What follows belongs to an exercise in optimizing a design on an open flow for small area; a production flow would make more cautious choices.
Function was checked by simulation only, so behaviour that the tests miss may differ from the original.
Power and IR drop assume default switching activity.

==> inputs of trial 78 <==
// dual_port_ram
module dual_port_ram
#(
    parameter int DATA_WIDTH = dual_port_ram_pkg::DPR_DATA_WIDTH,
    parameter int ADDR_WIDTH = dual_port_ram_pkg::DPR_ADDR_WIDTH,
    parameter int RAM_LOC    = dual_port_ram_pkg::DPR_RAM_LOC
) (
    input  logic                  clk,
    input  logic                  rst,
    input  logic [DATA_WIDTH:0]   data_A,
    input  logic [DATA_WIDTH:0]   data_B,
    input  logic [ADDR_WIDTH:0]   addr_A,
    input  logic [ADDR_WIDTH:0]   addr_B,
    input  logic                  w_A,
    input  logic                  w_B,
    output logic [DATA_WIDTH:0]   q_A,
    output logic [DATA_WIDTH:0]   q_B
);
    logic [RAM_LOC:0][DATA_WIDTH:0] mem_q;
    logic [RAM_LOC:0][DATA_WIDTH:0] mem_d;
    logic [DATA_WIDTH:0] q_a_q, q_a_d;
    logic [DATA_WIDTH:0] q_b_q, q_b_d;
    logic                a_valid, b_valid;
    assign a_valid = (32'(addr_A) <= RAM_LOC);
    assign b_valid = (32'(addr_B) <= RAM_LOC);
    always_comb begin
        mem_d = mem_q;
        if (w_B && b_valid) begin
            mem_d[addr_B] = data_B;
        end
        if (w_A && a_valid) begin
            mem_d[addr_A] = data_A;
        end
    end
    always_comb begin
        q_a_d = '0;
        q_b_d = '0;
        if (w_A) begin
            q_a_d = data_A;
        end else if (a_valid) begin
            q_a_d = mem_q[addr_A];
        end
        if (w_B) begin
            q_b_d = data_B;
        end else if (b_valid) begin
            q_b_d = mem_q[addr_B];
        end
    end
    always_ff @(posedge clk or posedge rst) begin
        if (rst) begin
            q_a_q <= '0;
            q_b_q <= '0;
            mem_q <= '0;
        end else begin
            q_a_q <= q_a_d;
            q_b_q <= q_b_d;
            mem_q <= mem_d;
        end
    end
    assign q_A = q_a_q;
    assign q_B = q_b_q;
endmodule
==> module dual_port_ram, before the edit <==
module dual_port_ram
#(
    parameter int DATA_WIDTH = dual_port_ram_pkg::DPR_DATA_WIDTH,
    parameter int ADDR_WIDTH = dual_port_ram_pkg::DPR_ADDR_WIDTH,
    parameter int RAM_LOC    = dual_port_ram_pkg::DPR_RAM_LOC
) (
    input  logic                  clk,
    input  logic                  rst,
    input  logic [DATA_WIDTH:0]   data_A,
    input  logic [DATA_WIDTH:0]   data_B,
    input  logic [ADDR_WIDTH:0]   addr_A,
    input  logic [ADDR_WIDTH:0]   addr_B,
    input  logic                  w_A,
    input  logic                  w_B,
    output logic [DATA_WIDTH:0]   q_A,
    output logic [DATA_WIDTH:0]   q_B
);
    logic [RAM_LOC:0][DATA_WIDTH:0] mem_q;
    logic [RAM_LOC:0][DATA_WIDTH:0] mem_d;
    logic [DATA_WIDTH:0] q_a_q, q_a_d;
    logic [DATA_WIDTH:0] q_b_q, q_b_d;
    logic                a_valid, b_valid;
    assign a_valid = (32'(addr_A) <= RAM_LOC);
    assign b_valid = (32'(addr_B) <= RAM_LOC);
    always_comb begin
        mem_d = mem_q;
        if (w_B && b_valid) begin
            mem_d[addr_B] = data_B;
        end
        if (w_A && a_valid) begin
            mem_d[addr_A] = data_A;
        end
    end
    always_comb begin
        q_a_d = '0;
        q_b_d = '0;
        if (w_A) begin
            q_a_d = data_A;
        end else if (a_valid) begin
            q_a_d = mem_q[addr_A];
        end
        if (w_B) begin
            q_b_d = data_B;
        end else if (b_valid) begin
            q_b_d = mem_q[addr_B];
        end
    end
    always_ff @(posedge clk or posedge rst) begin
        if (rst) begin
            q_a_q <= '0;
            q_b_q <= '0;
            mem_q <= '0;
        end else begin
            q_a_q <= q_a_d;
            q_b_q <= q_b_d;
            mem_q <= mem_d;
        end
    end
    assign q_A = q_a_q;
    assign q_B = q_b_q;
endmodule
==> flow/config.mk <==
export PLATFORM = sky130hd
export DESIGN_NAME = dual_port_ram
export DESIGN_NICKNAME = dual_port_ram
export VERILOG_FILES = /design/flow/design.v
export SDC_FILE = /design/flow/constraint.sdc
export NUM_CORES = 4
export LEC_CHECK = 0
export CAP_MARGIN = 20
export CORE_MARGIN = 2
export CORE_UTILIZATION = 40
export SLEW_MARGIN = 20
==> flow/constraint.sdc <==
create_clock -name core_clock -period 5.0 [get_ports {clk}]
set_input_delay 1.0000 -clock core_clock [delete_from_list [all_inputs] [get_ports {clk}]]
set_output_delay 1.0000 -clock core_clock [all_outputs]
set_load 0.01 [all_outputs]
run.sh (not shown) runs the stock make flow with config.mk's settings and CLKGATE_MAP_FILE= SYNTH_SCRIPT=/design/flow/synth_recipe.tcl, a recipe that flattens the netlist after the stock synthesis.
==> trial 41: changes against trial 78 <==
==> flow/design.v (replaced) <==
package dual_port_ram_pkg;
    localparam int DPR_DATA_WIDTH = 7;    
    localparam int DPR_ADDR_WIDTH = 5;    
    localparam int DPR_RAM_LOC    = 63;   
endpackage
module dpr_aoi222 (
    input  logic a1, a2, b1, b2, c1, c2,
    output logic y
);
    assign y = ~((a1 & a2) | (b1 & b2) | (c1 & c2));
endmodule
module dpr_rdbit #(
    parameter int NW = 64
) (
    input  logic [NW-1:0] sel,
    input  logic [NW-1:0] d,
    output logic [(NW+2)/3-1:0] grp_n
);
    for (genvar g = 0; g < NW / 3; g++) begin : g_grp
        dpr_aoi222 u_aoi (
            .a1(sel[3*g]),   .a2(d[3*g]),
            .b1(sel[3*g+1]), .b2(d[3*g+1]),
            .c1(sel[3*g+2]), .c2(d[3*g+2]),
            .y(grp_n[g])
        );
    end
    if (NW % 3 == 1) begin : g_last1
        assign grp_n[NW/3] = ~(sel[NW-1] & d[NW-1]);
    end else if (NW % 3 == 2) begin : g_last2
        assign grp_n[NW/3] = ~((sel[NW-2] & d[NW-2]) | (sel[NW-1] & d[NW-1]));
    end
endmodule
module dual_port_ram
#(
    parameter int DATA_WIDTH = dual_port_ram_pkg::DPR_DATA_WIDTH,
    parameter int ADDR_WIDTH = dual_port_ram_pkg::DPR_ADDR_WIDTH,
    parameter int RAM_LOC    = dual_port_ram_pkg::DPR_RAM_LOC
) (
    input  logic                  clk,
    input  logic                  rst,
    input  logic [DATA_WIDTH:0]   data_A,
    input  logic [DATA_WIDTH:0]   data_B,
    input  logic [ADDR_WIDTH:0]   addr_A,
    input  logic [ADDR_WIDTH:0]   addr_B,
    input  logic                  w_A,
    input  logic                  w_B,
    output logic [DATA_WIDTH:0]   q_A,
    output logic [DATA_WIDTH:0]   q_B
);
    localparam int NW = RAM_LOC + 1;
    localparam int DW = DATA_WIDTH + 1;
    localparam int NG = (NW + 2) / 3;
    logic [RAM_LOC:0][DATA_WIDTH:0] mem_q;    
    logic [RAM_LOC:0][DATA_WIDTH:0] mem_d;
    logic [DATA_WIDTH:0] q_a_q, q_a_d;
    logic [DATA_WIDTH:0] q_b_q, q_b_d;
    logic                valid_q;             
    logic                phase_q;             
    logic                phase_d;
    logic [RAM_LOC:0] dec_a, dec_b;           
    logic [RAM_LOC:0] hold;
    logic             w_b_eff;
    logic [DATA_WIDTH:0] wd_a, wd_b;          
    logic [DATA_WIDTH:0] rd_a, rd_b;          
    always_comb begin
        for (int w = 0; w < NW; w++) begin
            dec_a[w] = (addr_A == (ADDR_WIDTH+1)'(w));
            dec_b[w] = (addr_B == (ADDR_WIDTH+1)'(w));
        end
    end
    assign w_b_eff = w_B & ~(w_A & (addr_A == addr_B));
    assign hold    = {NW{valid_q}} & ~({NW{w_A}} & dec_a) & ~({NW{w_B}} & dec_b);
    assign phase_d = ~(valid_q & phase_q);
    assign wd_a = {DW{w_A}}     & (data_A ^ {DW{~phase_d}});
    assign wd_b = {DW{w_b_eff}} & (data_B ^ {DW{~phase_d}});
    for (genvar w = 0; w < NW; w++) begin : g_word
        for (genvar b = 0; b < DW; b++) begin : g_bit
            dpr_aoi222 u_nxt (
                .a1(dec_a[w]), .a2(wd_a[b]),
                .b1(dec_b[w]), .b2(wd_b[b]),
                .c1(hold[w]),  .c2(mem_q[w][b]),
                .y(mem_d[w][b])
            );
        end
    end
    for (genvar b = 0; b < DW; b++) begin : g_rd
        logic [NW-1:0] col;
        logic [NG-1:0] ga_n, gb_n;
        for (genvar w = 0; w < NW; w++) begin : g_col
            assign col[w] = mem_q[w][b];
        end
        dpr_rdbit #(.NW(NW)) u_rda (.sel(dec_a), .d(col), .grp_n(ga_n));
        dpr_rdbit #(.NW(NW)) u_rdb (.sel(dec_b), .d(col), .grp_n(gb_n));
        assign rd_a[b] = ~&ga_n;
        assign rd_b[b] = ~&gb_n;
    end
    assign q_a_d = w_A ? data_A : ({DW{valid_q}} & (rd_a ^ {DW{phase_q}}));
    assign q_b_d = w_B ? data_B : ({DW{valid_q}} & (rd_b ^ {DW{phase_q}}));
    always_ff @(posedge clk or posedge rst) begin
        if (rst) begin
            q_a_q   <= '0;
            q_b_q   <= '0;
            valid_q <= 1'b0;
        end else begin
            q_a_q   <= q_a_d;
            q_b_q   <= q_b_d;
            valid_q <= valid_q | w_A | w_B;
        end
    end
    always_ff @(posedge clk) begin
        phase_q <= phase_d;
        mem_q   <= mem_d;
    end
    assign q_A = q_a_q;
    assign q_B = q_b_q;
endmodule
--- a/flow/config.mk
+++ b/flow/config.mk
@@ -9,3 +9,4 @@
 export CORE_MARGIN = 2
 export CORE_UTILIZATION = 40
 export SLEW_MARGIN = 20
+export SYNTH_HIERARCHICAL = 1
==> build 63: changes against trial 78 <==
==> flow/design.v (replaced) <==
package dual_port_ram_pkg;
    localparam int DPR_DATA_WIDTH = 7;    
    localparam int DPR_ADDR_WIDTH = 5;    
    localparam int DPR_RAM_LOC    = 63;   
endpackage
module dpr_aoi222 (
    input  logic a1, a2, b1, b2, c1, c2,
    output logic y
);
    assign y = ~((a1 & a2) | (b1 & b2) | (c1 & c2));
endmodule
module dpr_nor2 (
    input  logic a, b,
    output logic y
);
    assign y = ~(a | b);
endmodule
module dpr_nor3 (
    input  logic a, b, c,
    output logic y
);
    assign y = ~(a | b | c);
endmodule
module dpr_rdbit #(
    parameter int NW = 64
) (
    input  logic [NW-1:0] sel,
    input  logic [NW-1:0] d,
    output logic [(NW+2)/3-1:0] grp_n
);
    for (genvar g = 0; g < NW / 3; g++) begin : g_grp
        dpr_aoi222 u_aoi (
            .a1(sel[3*g]),   .a2(d[3*g]),
            .b1(sel[3*g+1]), .b2(d[3*g+1]),
            .c1(sel[3*g+2]), .c2(d[3*g+2]),
            .y(grp_n[g])
        );
    end
    if (NW % 3 == 1) begin : g_last1
        assign grp_n[NW/3] = ~(sel[NW-1] & d[NW-1]);
    end else if (NW % 3 == 2) begin : g_last2
        assign grp_n[NW/3] = ~((sel[NW-2] & d[NW-2]) | (sel[NW-1] & d[NW-1]));
    end
endmodule
module dpr_dec #(
    parameter int L = 8,
    parameter int H = 8
) (
    input  logic [L-1:0]   lo_n,
    input  logic [H-1:0]   hi_n,
    output logic [L*H-1:0] y
);
    for (genvar w = 0; w < L * H; w++) begin : g_w
        dpr_nor2 u_nor (.a(lo_n[w % L]), .b(hi_n[w / L]), .y(y[w]));
    end
endmodule
module dual_port_ram
#(
    parameter int DATA_WIDTH = dual_port_ram_pkg::DPR_DATA_WIDTH,
    parameter int ADDR_WIDTH = dual_port_ram_pkg::DPR_ADDR_WIDTH,
    parameter int RAM_LOC    = dual_port_ram_pkg::DPR_RAM_LOC
) (
    input  logic                  clk,
    input  logic                  rst,
    input  logic [DATA_WIDTH:0]   data_A,
    input  logic [DATA_WIDTH:0]   data_B,
    input  logic [ADDR_WIDTH:0]   addr_A,
    input  logic [ADDR_WIDTH:0]   addr_B,
    input  logic                  w_A,
    input  logic                  w_B,
    output logic [DATA_WIDTH:0]   q_A,
    output logic [DATA_WIDTH:0]   q_B
);
    localparam int NW = RAM_LOC + 1;
    localparam int DW = DATA_WIDTH + 1;
    localparam int AW = ADDR_WIDTH + 1;
    localparam int NG = (NW + 2) / 3;
    localparam int LB = AW / 2;               
    localparam int HB = AW - LB;              
    localparam int L  = 1 << LB;
    localparam int H  = 1 << HB;
    logic [RAM_LOC:0][DATA_WIDTH:0] mem_q;    
    logic [RAM_LOC:0][DATA_WIDTH:0] mem_d;
    logic [DATA_WIDTH:0] q_a_q, q_a_d;
    logic [DATA_WIDTH:0] q_b_q, q_b_d;
    logic                valid_q;             
    logic                phase_q;             
    logic                phase_d;
    logic             w_b_eff;
    logic [L-1:0]     lo_a_n, lo_b_n;         
    logic [H-1:0]     hi_a_n, hi_b_n, hiw_a_n, hiw_b_n;
    logic [L*H-1:0]   rdec_a, rdec_b;         
    logic [L*H-1:0]   wdec_a, wdec_b;         
    logic [RAM_LOC:0] hold;
    logic [DATA_WIDTH:0] wd_a, wd_b;          
    logic [DATA_WIDTH:0] rd_a, rd_b;          
    assign w_b_eff = w_B & ~(w_A & (addr_A == addr_B));
    always_comb begin
        for (int i = 0; i < L; i++) begin
            lo_a_n[i] = ~(addr_A[LB-1:0] == LB'(i));
            lo_b_n[i] = ~(addr_B[LB-1:0] == LB'(i));
        end
        for (int j = 0; j < H; j++) begin
            hi_a_n[j]  = ~(addr_A[AW-1:LB] == HB'(j));
            hi_b_n[j]  = ~(addr_B[AW-1:LB] == HB'(j));
            hiw_a_n[j] = ~(w_A & (addr_A[AW-1:LB] == HB'(j)));
            hiw_b_n[j] = ~(w_b_eff & (addr_B[AW-1:LB] == HB'(j)));
        end
    end
    dpr_dec #(.L(L), .H(H)) u_rdec_a (.lo_n(lo_a_n), .hi_n(hi_a_n),  .y(rdec_a));
    dpr_dec #(.L(L), .H(H)) u_rdec_b (.lo_n(lo_b_n), .hi_n(hi_b_n),  .y(rdec_b));
    dpr_dec #(.L(L), .H(H)) u_wdec_a (.lo_n(lo_a_n), .hi_n(hiw_a_n), .y(wdec_a));
    dpr_dec #(.L(L), .H(H)) u_wdec_b (.lo_n(lo_b_n), .hi_n(hiw_b_n), .y(wdec_b));
    assign phase_d = ~(valid_q & phase_q);
    assign wd_a = data_A ^ {DW{~phase_d}};
    assign wd_b = data_B ^ {DW{~phase_d}};
    for (genvar w = 0; w < NW; w++) begin : g_word
        dpr_nor3 u_hold (.a(wdec_a[w]), .b(wdec_b[w]), .c(~valid_q), .y(hold[w]));
        for (genvar b = 0; b < DW; b++) begin : g_bit
            dpr_aoi222 u_nxt (
                .a1(wdec_a[w]), .a2(wd_a[b]),
                .b1(wdec_b[w]), .b2(wd_b[b]),
                .c1(hold[w]),   .c2(mem_q[w][b]),
                .y(mem_d[w][b])
            );
        end
    end
    for (genvar b = 0; b < DW; b++) begin : g_rd
        logic [NW-1:0] col;
        logic [NG-1:0] ga_n, gb_n;
        for (genvar w = 0; w < NW; w++) begin : g_col
            assign col[w] = mem_q[w][b];
        end
        dpr_rdbit #(.NW(NW)) u_rda (.sel(rdec_a), .d(col), .grp_n(ga_n));
        dpr_rdbit #(.NW(NW)) u_rdb (.sel(rdec_b), .d(col), .grp_n(gb_n));
        assign rd_a[b] = ~&ga_n;
        assign rd_b[b] = ~&gb_n;
    end
    assign q_a_d = w_A ? data_A : ({DW{valid_q}} & (rd_a ^ {DW{phase_q}}));
    assign q_b_d = w_B ? data_B : ({DW{valid_q}} & (rd_b ^ {DW{phase_q}}));
    always_ff @(posedge clk or posedge rst) begin
        if (rst) begin
            q_a_q   <= '0;
            q_b_q   <= '0;
            valid_q <= 1'b0;
        end else begin
            q_a_q   <= q_a_d;
            q_b_q   <= q_b_d;
            valid_q <= valid_q | w_A | w_B;
        end
    end
    always_ff @(posedge clk) begin
        phase_q <= phase_d;
        mem_q   <= mem_d;
    end
    assign q_A = q_a_q;
    assign q_B = q_b_q;
endmodule
--- a/flow/config.mk
+++ b/flow/config.mk
@@ -5,7 +5,11 @@
 export SDC_FILE = /design/flow/constraint.sdc
 export NUM_CORES = 4
 export LEC_CHECK = 0
-export CAP_MARGIN = 20
+export CAP_MARGIN = 0
 export CORE_MARGIN = 2
 export CORE_UTILIZATION = 40
-export SLEW_MARGIN = 20
+export CTS_BUF_LIST = sky130_fd_sc_hd__clkbuf_8
+export CTS_CLUSTER_DIAMETER = 60
+export CTS_CLUSTER_SIZE = 14
+export SLEW_MARGIN = 0
+export SYNTH_HIERARCHICAL = 1
==> results by group <==
Outcome
  – Status: no timing/DRC/antenna violations

Yosys
  – Avg Cell Area, Syn: 11.23 µm²
  – Largest area contributor in the netlist: dfxtp_1
  – Share of the synthesized area in the top cell type: 0.4523
  – Simple-gate area share of the yosys netlist: 0.1295

Timing
  – Worst clock skew: 0.04685 ns

Clocking
  – Root cell of the clock tree: clkbuf_8

Floorplan
  – Tap Cells: 756

Place
  – DP Area: 25000 µm²
-- figures above: build 63

==> results by group <==
Floorplan
  – Tap Cells: 1155

Place
  – DP Area: 36700 µm²
  – I/O Buffers: 47

Yosys
  – Avg Cell Area, Syn: 10.02 µm²
  – Simple-gate area share of the yosys netlist: 0.1471
  – Largest area contributor in the netlist: dfrtp_1

Pwr
  – Clock network fraction of design power: 0.294

Timing
  – Worst clock skew: 0.03866 ns

Outcome
  – Status: no timing/DRC/antenna violations
-- figures above: trial 78

==> results by group <==
Outcome
  – Status: no timing/DRC/antenna violations

Clocking
  – Root cell of the clock tree: clkbuf_16

Timing
  – Worst clock skew: 0.02855 ns
  – Worst setup margin: 0.4874 ns
  – Slew Limit Fails: 0

Place
  – DP Area: 25510 µm²

Yosys
  – Ranking of synthesized cells by area: dfxtp_1, a222oi_1, nor2_1, nand4_1, dfrtp_1
  – Share of the synthesized area in the top cell type: 0.4544
  – Simple-gate area share of the yosys netlist: 0.08814
  – Largest area contributor in the netlist: dfxtp_1

Critical path
  – CP max stage delay: 0.82 ns
  – Worst r2r path cells: 5

Global routing
  – GR Util met1: 0.4714

Route
  – Wl on met1: 40.49 mm

Floorplan
  – Tap Cells: 756
-- figures above: trial 41

## separate check: timing with driven ports
Ports are ideal in the flow. The routed layouts listed here were re-timed in OpenROAD.
Step 1 sets driving cells, clkbuf_16 on the clock port and buf_2 on the other inputs (assumed; they add their load-dependent delay and slew).
Step 2 also shifts input and output timing later by t, the mid clock arrival at the registers, as if the neighbouring blocks saw the same clock.
Three values: ideal ports, drivers, drivers and shift; two values: the first two.
| run | t, ns | setup slack, ns | hold WS [ns] | latest minus earliest clock arrival (ns) | slew at the worst register clock pin (ns) |
|---|---|---|---|---|---|
| trial 78 | 0.727 | 1.088 / 1.081 / 0.354 | 0.569 / 0.569 / 0.569 | 0.042 / 0.042 | 0.07 / 0.07 |
| trial 41 | 0.681 | 0.487 / 0.511 / -0.170 | 0.482 / 0.482 / 0.482 | 0.030 / 0.030 | 0.07 / 0.07 |
| build 63 | 0.758 | 0.934 / 0.896 / 0.138 | 0.493 / 0.493 / 0.493 | 0.047 / 0.047 | 0.10 / 0.10 |
Met with ideal ports but missed after step 2: setup timing in trial 41. The setup slack of build 63, which loses most, moves by -0.038 ns with the drivers and by -0.796 ns with both steps.
